Source: an optimization exercise on an open RTL-to-GDS flow (aim: small area). Production flows keep margins and buffers that such runs may drop. In this exercise RTL edits were held to simulation tests only and were not proved equivalent to the original. No activity file was given, so power comes from the tool's default toggle rates.

== the reference run ==
// regfile_scoreboard
module regfile_scoreboard #(
    parameter int unsigned WIDTH    = 32,
    parameter int unsigned DEPTH    = 32,
    parameter int unsigned ZERO_REG = 1
) (
    input  logic                       clock,
    input  logic                       reset,
    input  logic                       clear,
    input  logic [$clog2(DEPTH)-1:0]   rd_sel1,
    input  logic [$clog2(DEPTH)-1:0]   rd_sel2,
    output logic [WIDTH-1:0]           rd_data1,
    output logic [WIDTH-1:0]           rd_data2,
    output logic                       rd_busy1,
    output logic                       rd_busy2,
    input  logic                       we,
    input  logic [$clog2(DEPTH)-1:0]   wr_sel,
    input  logic [WIDTH-1:0]           wr_data,
    input  logic                       claim,
    input  logic [$clog2(DEPTH)-1:0]   claim_sel,
    output logic [$clog2(DEPTH):0]     busy_count
);
Size in the first run: about 2400 cells after synthesis, about 1100 flip-flops, about 130 I/O pins, ~43000 um^2 of cells after synthesis.
clock: 8.0 ns
lec_check: 0
cap_margin: 20
core_margin: 2
core_utilization: 55
cts_buf_list: sky130_fd_sc_hd__clkbuf_4 sky130_fd_sc_hd__clkbuf_8
place_density: 0.65
slew_margin: 20
synth_hierarchical: 1
run.sh (not shown) runs the stock make flow with config.mk's settings and CLKGATE_MAP_FILE= SYNTH_SCRIPT=/design/flow/synth_recipe.tcl, a recipe that flattens the netlist after the stock synthesis.
## Diff of input files: the trial run against the reference run
- changing SLEW_MARGIN from 20 to 10
- changing CAP_MARGIN from 20 to 10
==> flow/flow/run.sh (new file) <==
#!/bin/bash
# Standard ORFS layout with two changes: the clock tree is built without dummy
# loads from small clock buffers, and the port buffers are buf_2 cells.
set -euo pipefail
bash standard.sh \
  "CTS_ARGS=-sink_clustering_enable -repair_clock_nets -dont_use_dummy_load -buf_list {sky130_fd_sc_hd__clkbuf_4 sky130_fd_sc_hd__clkbuf_8}" \
  "BUFFER_PORTS_ARGS=-buffer_cell sky130_fd_sc_hd__buf_2" \
  finish > standard_flow.log 2>&1
==> flow/standard.sh (new file) <==
#!/bin/bash
# synth_recipe.tcl (not shown) runs the flow's synth.tcl, then flattens the netlist and writes it again
# the make line also repeats each setting of config.mk as NAME=value (left out here)
make -C /OpenROAD-flow-scripts/flow DESIGN_CONFIG=/design/flow/config.mk WORK_HOME=/design/flow/orfs CLKGATE_MAP_FILE= SYNTH_SCRIPT=/design/flow/synth_recipe.tcl "${@:-finish}"
removed: flow/run.sh
Findings:
The trial run ended with every stage complete and zero timing, DRC or antenna violations. Maximum frequency: the trial run vs the reference run, no meaningful difference. Compare the trial run and the reference run | final standard cell area without fillers lower: the trial run. The trial run consumes less power than the reference run does. Measured against each other, the trial run and the reference run differ in total internal power, the lower figure coming from the trial run. The trial run -> the reference run: first-pass GRT wire length flat. When the trial run is measured against the reference run, its fraction of final layout cells with drive strength greater than 1 turns out 0.98 points higher. | fraction of area in multi-input gates | higher: the trial run |.

* * *

== 04-09 ==
Another version of the RTL of regfile_scoreboard (not shown whole).
Size in the first run: roughly 2400 cells after synthesis, ~1100 flip-flops, ~130 I/O pins.
clock: 8.0 ns
lec_check: 0
cap_margin: 10
core_margin: 2
core_utilization: 65
cts_buf_list: sky130_fd_sc_hd__clkbuf_4 sky130_fd_sc_hd__clkbuf_8
place_density: 0.75
slew_margin: 10
synth_hierarchical: 1
standard.sh (not shown) runs the stock make flow with config.mk's settings and CLKGATE_MAP_FILE= SYNTH_SCRIPT=/design/flow/synth_recipe.tcl, a recipe that flattens the netlist after the stock synthesis.
==> flow/flow/run.sh <==
#!/bin/bash
# Standard ORFS layout with two changes: the clock tree is built without dummy
# loads, from clkbuf_8 leaf buffers each driving a cluster of up to 16
# flip-flops, and the port buffers are buf_1 cells.
set -euo pipefail
bash standard.sh \
  "CTS_ARGS=-sink_clustering_enable -repair_clock_nets -dont_use_dummy_load -sink_clustering_size 16 -sink_clustering_max_diameter 60 -buf_list {sky130_fd_sc_hd__clkbuf_8}" \
  "BUFFER_PORTS_ARGS=-buffer_cell sky130_fd_sc_hd__buf_1" \
  finish > standard_flow.log 2>&1
04-09 | status: complete | timing, DRC, antenna: pass
diff inputs: 04-09 => 11-15
- a change of PLACE_DENSITY from 0.75 to 0.65
- a change of CORE_UTILIZATION from 65 to 55
Findings:
Arrival time of the worst setup path: 11-15 vs 04-09 — no meaningful difference
[11-15] routed via count divided by cell count fell 5.9% relative to 04-09
Looking at worst setup slack, 11-15 sits 0.0044 ns higher than 04-09 does.

[re-timing with driven ports]
How much do the figures lean on ideal ports? The routed layouts below were timed once more, with nothing changed but the port constraints.
Step 1 sets driving cells, clkbuf_16 on the clock port and buf_2 on the other inputs (assumed; they add their load-dependent delay and slew).
Step 2 adds t to the input delays and takes it off the output delays; t is the mean of the earliest and latest rising clock arrival at the registers after step 1. Input paths then give back, and output paths get back, about the clock's delay inside the block.
Slacks: ideal ports / drivers / drivers and shift; pairs: ideal ports / drivers.
run	t (ns)	slack for setup (ns)	hold slack, ns	latest minus earliest clock arrival (ns)	pins driven straight from the clock port
the reference run	0.889	0.486 / 0.421 / 0.752	0.505 / 0.505 / 0.505	0.038 / 0.038	1
the trial run	0.871	0.490 / 0.422 / 1.293	0.509 / 0.509 / 0.509	0.064 / 0.064	1
04-09	0.764	0.744 / 0.676 / 1.364	0.523 / 0.523 / 0.523	0.083 / 0.082	1
11-15	0.760	0.748 / 0.684 / 1.171	0.524 / 0.524 / 0.524	0.069 / 0.069	1
After both steps every run listed still meets setup and hold.
